This design comes from an exercise in tuning for a short achievable clock period and few clock cycles on the open sky130 flow, not from production work.
The RTL was checked by simulation tests, not by an equivalence proof against the original design.
No activity file was given, so power comes from the tool's default toggle rates.

## green
==> flow/design.v <==
package blob_mem_pkg;
	typedef logic [32-1:0] mem_word_t;
	typedef logic [18-1:0] mem_addr_t;
	typedef logic [7:0] color_code_t;     
	typedef logic [15:0] metric_t;        
	typedef logic [7:0] height_t;
	typedef logic [7:0] coord_t;
	typedef logic [15:0] centroid_sum_t;
	typedef struct packed {
		logic rd_en;
		mem_addr_t addr;
	} mem_rd_t;
	typedef struct packed {
		logic [32-9:0] spare;
		color_code_t code;
	} color_word_t;
	typedef struct packed {
		logic [32-25:0] spare;
		height_t height;
		metric_t size;
	} size_word_t;
	typedef struct packed {
		coord_t x;
		coord_t y;
		centroid_sum_t sum;
	} centroid_word_t;
endpackage
package tracking_pkg;
	typedef logic [16-1:0] blob_count_t;
	typedef logic [2:0] color_idx_t;     
	typedef logic [7:0] min_size_t;
	typedef enum logic {
		mode_biggest,     
		mode_highest      
	} metric_mode_t;
	typedef struct packed {
		blob_count_t blob_count;
		min_size_t min_size;
		metric_mode_t mode;
	} track_req_t;
	typedef struct packed {
		logic found;
		logic [7:0] x;
		logic [7:0] y;
		logic [15:0] sum;
		logic [15:0] metric;
	} slot_t;
	typedef logic [6*49-1:0] track_result_t;
	typedef enum logic [2:0] {
		st_idle,
		st_clear,
		st_read_color,
		st_read_metric,
		st_read_centroid,
		st_report
	} ctrl_state_t;
endpackage
`timescale 1ns/1ps
module tracking_top (
	input  logic          crystal_clk_div_by_two,
	input  logic          rst,
	input  logic          start_valid,
	input  logic [15:0]   start_count,
	input  logic [7:0]    start_min_size,
	input  logic          start_mode,
	output logic          start_ready,
	output logic          mem_rd_en,
	output logic [17:0]   mem_rd_addr,
	input  logic [31:0]   mem_rdata,
	output logic          result_valid,
	output logic [293:0]  result,
	input  logic          result_ready
);
	localparam int NC = 6;
	localparam int AW = 18;
	localparam logic [1:0] K_SIZE = 2'd0;
	localparam logic [1:0] K_COLOR = 2'd1;
	localparam logic [1:0] K_CENT = 2'd2;     
	localparam logic [1:0] K_SPEC = 2'd3;     
	logic srdy;                  
	logic busy;                  
	logic rv;                    
	logic mode;
	logic [15:0] rem;            
	logic more;                  
	logic [AW-1:0] na_s, na_c, na_x;     
	logic rd_en;
	logic [AW-1:0] rd_addr;
	logic [1:0] rd_kind;
	logic [NC-1:0] rd_col;       
	logic [AW-1:0] rd_caddr;     
	logic [AW-1:0] rd_xaddr;     
	logic [15:0] rd_m;           
	logic rd_max;                
	logic d_v;
	logic [1:0] d_kind;
	logic [NC-1:0] d_col;
	logic [AW-1:0] d_addr;
	logic [AW-1:0] d_caddr;
	logic [AW-1:0] d_xaddr;
	logic [15:0] d_m;
	logic d_max;
	logic r_v;
	logic [1:0] r_kind;
	logic [31:0] r_data;
	logic [AW-1:0] r_caddr;
	logic [AW-1:0] r_xaddr;
	logic [15:0] r_m;
	logic r_max;
	logic q_size;                
	logic q_need;                
	logic [15:0] q_sm;           
	logic q_smax;
	logic [AW-1:0] q_caddr;      
	logic [AW-1:0] q_sxaddr;     
	logic q_color;               
	logic [NC-1:0] q_col;        
	logic [15:0] q_cm;           
	logic q_cmax;
	logic [AW-1:0] q_cxaddr;     
	logic [NC-1:0] q_gtb;        
	logic q_gtq;                 
	logic [NC-1:0] pupd;         
	logic [15:0] best [NC];      
	logic [AW-1:0] best_xaddr [NC];
	logic [NC-1:0] sat;          
	logic all_sat;
	logic [NC-1:0] dirty;        
	logic [NC-1:0] found;
	logic [15:0] res_metric [NC];
	logic [31:0] res_cent [NC];
	assign start_ready = srdy;
	assign result_valid = rv;
	assign mem_rd_en = rd_en;
	assign mem_rd_addr = rd_addr;
	genvar gc;
	generate
		for (gc = 0; gc < NC; gc++) begin : g_res
			assign result[49*gc +: 49] = {found[gc], res_cent[gc], res_metric[gc]};
		end
	endgenerate
	logic [NC-1:0] upd;
	always_comb begin
		for (int c = 0; c < NC; c++) begin
			upd[c] = q_color && q_col[c] && (pupd[c] ? q_gtq : q_gtb[c]);
		end
	end
	logic spec_hit;              
	assign spec_hit = r_v && (r_kind == K_SPEC);
	logic need_color;
	assign need_color = q_size && q_need;
	logic go_size;
	assign go_size = more && !all_sat;
	logic go_spec;
	assign go_spec = rd_en && (rd_kind == K_COLOR);
	logic [NC-1:0] pend;
	logic [NC-1:0] cand;
	logic [NC-1:0] pick;
	always_comb begin
		pend = q_color ? q_col : '0;
		cand = (|(dirty & ~pend)) ? (dirty & ~pend) : dirty;
		pick = cand & (~cand + 1'b1);     
	end
	logic [AW-1:0] pick_addr;
	always_comb begin
		pick_addr = '0;
		for (int c = 0; c < NC; c++) begin
			pick_addr = pick_addr | (pick[c] ? best_xaddr[c] : '0);
		end
	end
	logic done;
	assign done = busy && !go_size && !rd_en && !(d_v && (d_kind == K_SIZE || d_kind == K_COLOR))
		&& !(r_v && (r_kind == K_SIZE || r_kind == K_COLOR)) && !need_color && !(q_color && !spec_hit) && (dirty == '0);
	logic [15:0] in_metric;
	logic [7:0] in_height;
	logic [15:0] in_size;
	logic in_hok;
	logic [NC-1:0] in_gtb;
	assign in_height = r_data[23:16];
	assign in_size = r_data[15:0];
	assign in_hok = (in_height <= 8'(120));
	assign in_metric = mode ? (in_hok ? {8'd0, in_height} : 16'd0) : in_size;
	always_comb begin
		for (int c = 0; c < NC; c++) begin
			in_gtb[c] = mode ? (in_hok && ({8'd0, in_height} > best[c])) : (in_size > best[c]);
		end
	end
	logic [NC-1:0] in_col;
	always_comb begin
		for (int c = 0; c < NC; c++) begin
			in_col[c] = (r_data[7:0] == 8'(c + 1));
		end
	end
	always_ff @(posedge crystal_clk_div_by_two) begin
		if (rst) begin
			srdy <= 1'b1;
			busy <= 1'b0;
			rv <= 1'b0;
			rd_en <= 1'b0;
			d_v <= 1'b0;
			r_v <= 1'b0;
			q_size <= 1'b0;
			q_color <= 1'b0;
			more <= 1'b0;
			dirty <= '0;
		end else begin
			d_v <= rd_en;
			r_v <= d_v;
			q_size <= r_v && r_kind == K_SIZE;
			q_color <= r_v && r_kind == K_COLOR;
			if (srdy) begin
				srdy <= !start_valid;
				busy <= start_valid;
				rd_en <= start_valid && (start_count != '0);
				rd_kind <= K_SIZE;
				more <= |start_count[15:1];
				all_sat <= start_mode && (start_min_size >= 8'(120));
				dirty <= '0;
			end else if (busy) begin
				rd_en <= 1'b0;
				if (need_color) begin
					rd_en <= 1'b1;
					rd_kind <= K_COLOR;
				end else if (go_size) begin
					rd_en <= 1'b1;
					rd_kind <= K_SIZE;
					more <= (rem != 16'd2);
				end else if (go_spec) begin
					rd_en <= 1'b1;
					rd_kind <= K_SPEC;
				end else if (dirty != '0) begin
					rd_en <= 1'b1;
					rd_kind <= K_CENT;
				end
				dirty <= (dirty & ~((!need_color && !go_size && !go_spec) ? pick : '0)
					& ~(spec_hit ? upd : '0)) | (spec_hit ? '0 : upd);
				all_sat <= &sat;
				if (done) begin
					busy <= 1'b0;
					rv <= 1'b1;
				end
			end else if (rv && result_ready) begin
				rv <= 1'b0;
				srdy <= 1'b1;
			end
		end
	end
	always_ff @(posedge crystal_clk_div_by_two) begin
		if (srdy) begin
			rd_addr <= AW'(200000 + 1);
			rd_caddr <= AW'(200000);
			rd_xaddr <= AW'(200000 + 2);
			na_s <= AW'(200000 + 4);
			na_c <= AW'(200000 + 3);
			na_x <= AW'(200000 + 5);
			rem <= start_count;
			mode <= start_mode;
		end else if (need_color) begin
			rd_addr <= q_caddr;
			rd_xaddr <= q_sxaddr;
			rd_m <= q_sm;
			rd_max <= q_smax;
		end else if (go_size) begin
			rd_addr <= na_s;
			rd_caddr <= na_c;
			rd_xaddr <= na_x;
			na_s <= na_s + AW'(3);
			na_c <= na_c + AW'(3);
			na_x <= na_x + AW'(3);
			rem <= rem - 1'b1;
		end else if (go_spec) begin
			rd_addr <= rd_xaddr;
		end else begin
			rd_addr <= pick_addr;
			rd_col <= pick;
		end
		d_kind <= rd_kind;
		d_col <= rd_col;
		d_addr <= rd_addr;
		d_caddr <= rd_caddr;
		d_xaddr <= rd_xaddr;
		d_m <= rd_m;
		d_max <= rd_max;
		r_kind <= d_kind;
		r_data <= mem_rdata;
		r_caddr <= d_caddr;
		r_xaddr <= d_xaddr;
		r_m <= d_m;
		r_max <= d_max;
		q_need <= |in_gtb;
		q_sm <= in_metric;
		q_smax <= mode ? (in_height == 8'(120)) : (in_size == 16'hffff);
		q_caddr <= r_caddr;
		q_sxaddr <= r_xaddr;
		q_col <= in_col;
		q_cm <= r_m;
		q_cmax <= r_max;
		q_cxaddr <= r_xaddr;
		for (int c = 0; c < NC; c++) begin
			q_gtb[c] <= r_m > best[c];
		end
		q_gtq <= r_m > q_cm;
		pupd <= upd;
	end
	always_ff @(posedge crystal_clk_div_by_two) begin
		for (int c = 0; c < NC; c++) begin
			if (srdy) begin
				best[c] <= {8'd0, start_min_size};
				sat[c] <= start_mode && (start_min_size >= 8'(120));
				found[c] <= 1'b0;
				res_metric[c] <= '0;
				res_cent[c] <= '0;
			end else begin
				if (upd[c]) begin
					best[c] <= q_cm;
					best_xaddr[c] <= q_cxaddr;
					sat[c] <= q_cmax;
					found[c] <= 1'b1;
					res_metric[c] <= q_cm;
				end
				if (upd[c] && spec_hit) begin
					res_cent[c] <= r_data;
				end else if (d_v && d_kind == K_CENT && d_col[c] && d_addr == best_xaddr[c]) begin
					res_cent[c] <= mem_rdata;
				end
			end
		end
	end
endmodule
export LEC_CHECK = 0
export ABC_CLOCK_PERIOD_IN_PS = 2500
export CAP_MARGIN = 20
export CORE_MARGIN = 2
export CORE_UTILIZATION = 40
export SETUP_SLACK_MARGIN = 5
export SLEW_MARGIN = 20
create_clock -name core_clock -period 8.0 [get_ports {crystal_clk_div_by_two}]
standard.sh (not shown) runs the stock make flow with config.mk's settings and CLKGATE_MAP_FILE= SYNTH_SCRIPT=/design/flow/synth_recipe.tcl, a recipe that flattens the netlist after the stock synthesis.
==> flow/flow/run.sh <==
#!/bin/bash
set -uo pipefail
MARGIN=${FLOW_SETUP_MARGIN:-5.5}
sed "s/SETUP_SLACK_MARGIN=[0-9.]*/SETUP_SLACK_MARGIN=${MARGIN}/" standard.sh > standard_tight.sh
bash standard_tight.sh > standard_tight.log 2>&1
rc=$?
mkdir -p orfs_logs
cp -r orfs/logs/. orfs_logs/ 2>/dev/null
exit $rc
Testbench counts of green, summed over its fixed seeds: cycles 20,496.
The inputs of red differ from those of green as listed below.
--- a/flow/design.v
+++ b/flow/design.v
@@ -81,4 +81,5 @@
 	logic busy;                  
 	logic rv;                    
+	logic clr;                   
 	logic mode;
 	logic [15:0] rem;            
@@ -197,4 +198,5 @@
 			busy <= 1'b0;
 			rv <= 1'b0;
+			clr <= 1'b1;
 			rd_en <= 1'b0;
 			d_v <= 1'b0;
@@ -205,4 +207,5 @@
 			dirty <= '0;
 		end else begin
+			clr <= rv && result_ready;
 			d_v <= rd_en;
 			r_v <= d_v;
@@ -247,5 +250,5 @@
 	end
 	always_ff @(posedge crystal_clk_div_by_two) begin
-		if (srdy) begin
+		if (!busy) begin
 			rd_addr <= AW'(200000 + 1);
 			rd_caddr <= AW'(200000);
@@ -305,10 +308,12 @@
 	always_ff @(posedge crystal_clk_div_by_two) begin
 		for (int c = 0; c < NC; c++) begin
-			if (srdy) begin
-				best[c] <= {8'd0, start_min_size};
-				sat[c] <= start_mode && (start_min_size >= 8'(120));
+			if (clr) begin
 				found[c] <= 1'b0;
 				res_metric[c] <= '0;
 				res_cent[c] <= '0;
+			end
+			if (!busy) begin
+				best[c] <= {8'd0, start_min_size};
+				sat[c] <= start_mode && (start_min_size >= 8'(120));
 			end else begin
 				if (upd[c]) begin
[summary]
Changes observed in red relative to green: worst setup slack up 95 ps; placed standard-cell area up 0.68%. red ended up with compound AO/OA/AOI/OAI gates as its dominant combinational cell family by area after synthesis; green ended up with simple AND/OR/NAND/NOR gates. Non-clock buffer count: red higher than green. Between green and red, the synthesized cell count is lower for green. In the metrics for green and red, the one carrying the higher overall power of the completed layout is red.
Testbench counts of red, summed over its fixed seeds: cycles 20,496.

afterwards: timing with drivers on the ports:
No port has a modelled driver above. Below, the same layouts with a new extraction and two added sets of constraints. Step 1 sets driving cells, clkbuf_16 on the clock port and buf_2 on the other inputs (assumed; they add their load-dependent delay and slew). Step 2 times the ports against the registers' clock, not the clock port: input delays grow and output delays shrink by t, the midpoint of the rising clock arrivals with the driver on. a / b / c = ideal / step 1 / step 2; a / b = the first two.
| run | t, ns | setup slack, ns | worst data-port slew with drivers (ns) |
|---|---|---|---|
| green | 0.726 | 5.102 / 5.038 / 4.809 | 0.13 |
| red | 0.752 | 5.197 / 5.122 / 4.957 | 0.08 |
After both steps every run listed still meets setup and hold. For green, which loses most, drivers alone change the setup slack by -0.064 ns; drivers and shift together by -0.293 ns.
